What follows belongs to an exercise in optimizing a design on an open flow for small area, a short achievable clock period and few clock cycles per item; a production flow would make more cautious choices.
RTL that was checked went through simulation tests only; none was proved equivalent to the original.
Power figures rest on the tool's default switching activity, not on a simulated workload.

old:
Design snn_layer, start of the top module:
module snn_layer #(
  parameter int N_NEURONS  = snn_pkg::SNN_N_NEURONS,
  parameter int N_INPUTS   = snn_pkg::SNN_N_INPUTS,
  parameter int W_WIDTH    = snn_pkg::SNN_W_WIDTH,
  parameter int POT_WIDTH  = snn_pkg::SNN_POT_WIDTH,
  parameter int LEAK_SHIFT = snn_pkg::SNN_LEAK_SHIFT
) (
  input  logic                                   clock,
  input  logic                                   reset_n,
  input  logic                                   in_valid,
  output logic                                   in_ready,
  input  logic [$clog2(N_INPUTS)-1:0]            in_addr,
  input  logic                                   wr_en,
  input  logic [$clog2(N_INPUTS*N_NEURONS)-1:0]  wr_addr,
  input  logic [W_WIDTH-1:0]                     wr_data,
  input  logic [POT_WIDTH-1:0]                   threshold,
  input  logic                                   leak_tick,
  output logic                                   out_valid,
  input  logic                                   out_ready,
  output logic [$clog2(N_NEURONS)-1:0]           out_addr,
  output logic                                   busy
);
  localparam int AW_N  = $clog2(N_NEURONS);
  localparam int AW_IN = $clog2(N_INPUTS);
  localparam int AW_WR = $clog2(N_INPUTS*N_NEURONS);
  localparam int P     = POT_WIDTH;
  localparam int W     = W_WIDTH;
  localparam int S     = LEAK_SHIFT;
  localparam int QD    = 6;                   
  localparam int CW    = $clog2(QD + 4);      
  localparam logic [P-1:0] SAT_MIN = {1'b1, {(P-1){1'b0}}};
  function automatic logic [AW_N-1:0] lowest_set(input logic [N_NEURONS-1:0] v);
    lowest_set = '0;
    for (int i = N_NEURONS - 1; i >= 0; i--) begin
      if (v[i]) begin
        lowest_set = AW_N'(i);
      end
    end
  endfunction
  logic                   in_ready_q, out_valid_q, busy_q;
  logic [AW_N-1:0]        out_addr_q;
  logic [N_INPUTS-1:0]    s0_sel_q;
  logic                   s0_v_q, s0_lk_q;
  logic [P-1:0]           thr_q;                  
  logic [N_NEURONS*W-1:0] r_w_q;
  logic                   r_v_q, r_lk_q;
  logic                   lp_q;                 
  logic [P-1:0]           pr_q [N_NEURONS];       
  logic [N_NEURONS-1:0]   fm_q;                   
  ...
For scale: about 8,500 cells after synthesis, about 2,600 flip-flops, about 49 I/O pins.
export LEC_CHECK = 0
export CAP_MARGIN = 20
export CORE_MARGIN = 2
export CORE_UTILIZATION = 30
export PLACE_DENSITY = 0.5
export SLEW_MARGIN = 20
create_clock -name core_clock -period 10.0 [get_ports {clock}]
standard.sh (not shown) runs the stock make flow with config.mk's settings and CLKGATE_MAP_FILE= SYNTH_SCRIPT=/design/flow/synth_recipe.tcl, a recipe that flattens the netlist after the stock synthesis.
==> flow/flow/run.sh <==
#!/bin/bash
set -euo pipefail
bash standard.sh SETUP_SLACK_MARGIN=7 TNS_END_PERCENT=0 MATCH_CELL_FOOTPRINT=0 finish > standard_flow.log 2>&1
Relative to old, the following input files were edited for new:
- putting CTS_BUF_LIST at sky130_fd_sc_hd__clkbuf_8 where nothing was set
Both conditions hold for new: the flow ran to the end and the final layout passed the timing, design-rule and antenna checks. Reported for old and new, overflow left after global routing turned out identical to the last digit. Compared with old, in new cell depth of the worst setup path went up, final instance area went down. Looking at old and new, the global router's overall resource usage is a wash. The met2 routing resource usage after global routing on new is in line with that on old.
No functional check of the RTL was part of any run of this note.

========
== before ==
snn_layer, a different RTL version from the one above (not shown whole).
Size in the first run: ~8,900 cells after synthesis, ~2,700 flip-flops, about 49 I/O pins, about 0.11 mm^2 of cells after synthesis.
Settings: LEC_CHECK=0, CAP_MARGIN=20, CORE_MARGIN=2, CORE_UTILIZATION=50, CTS_BUF_LIST=sky130_fd_sc_hd__clkbuf_4, PLACE_DENSITY=0.65, SLEW_MARGIN=20; clock period 10.0 ns.
Scripts as last shown in full above: flow/flow/run.sh
Testbench counts of before, summed over its fixed seeds: cycles 2,116, events 1,920.
Changes in after relative to before:
Settings: a change of CTS_BUF_LIST from sky130_fd_sc_hd__clkbuf_4 to sky130_fd_sc_hd__clkbuf_8.
Notes after the runs:
Aggregate routed wire length on after is up relative to before.
Diff before..after | tap cell count | unchanged
Cell area after layout: after vs before up 1.0%
In the metrics for before and after, the one carrying the higher maximum vdd ir drop is before.
before has a higher normalized max-slew margin than after.
before -> after: synthesized area delta 0, exact match
after: number of resized instances in the post-cts repair step is 62 higher than what before reported.
before ended up with r_w_q[49]$_DFF_PN0_ as its worst setup path endpoint; after ended up with pr_q[7][13]$_DFF_PN0_.
after against before: slew at the pin closest to its max-slew limit has increased, portion of total power attributed to the clock network has decreased.

-- what the ideal ports hide --
The results above use ideal ports. As a check the final layouts listed here were re-extracted and re-timed, cells and wires unchanged.
Step 1, drivers: a clkbuf_16 drives clock and a buf_2 each remaining input, both assumed.
Step 2 also shifts input and output timing later by t, the mid clock arrival at the registers, as if the neighbouring blocks saw the same clock.
a / b / c = ideal ports / drivers / drivers and shift; a / b = the first two.
run | t (ns) | slack for setup (ns) | hold WS [ns]
old | 0.920 | 5.751 / 5.751 / 5.050 | 0.321 / 0.321 / 0.321
new | 1.058 | 5.729 / 5.729 / 4.985 | 0.275 / 0.275 / 0.275
before | 1.477 | 6.000 / 5.920 / 5.444 | 0.278 / 0.278 / 0.278
after | 1.148 | 6.284 / 6.241 / 5.425 | 0.309 / 0.309 / 0.309
After both steps setup and hold are still met in every run listed. The setup slack of after, which loses most, moves by -0.043 ns with the drivers and by -0.859 ns with both steps.
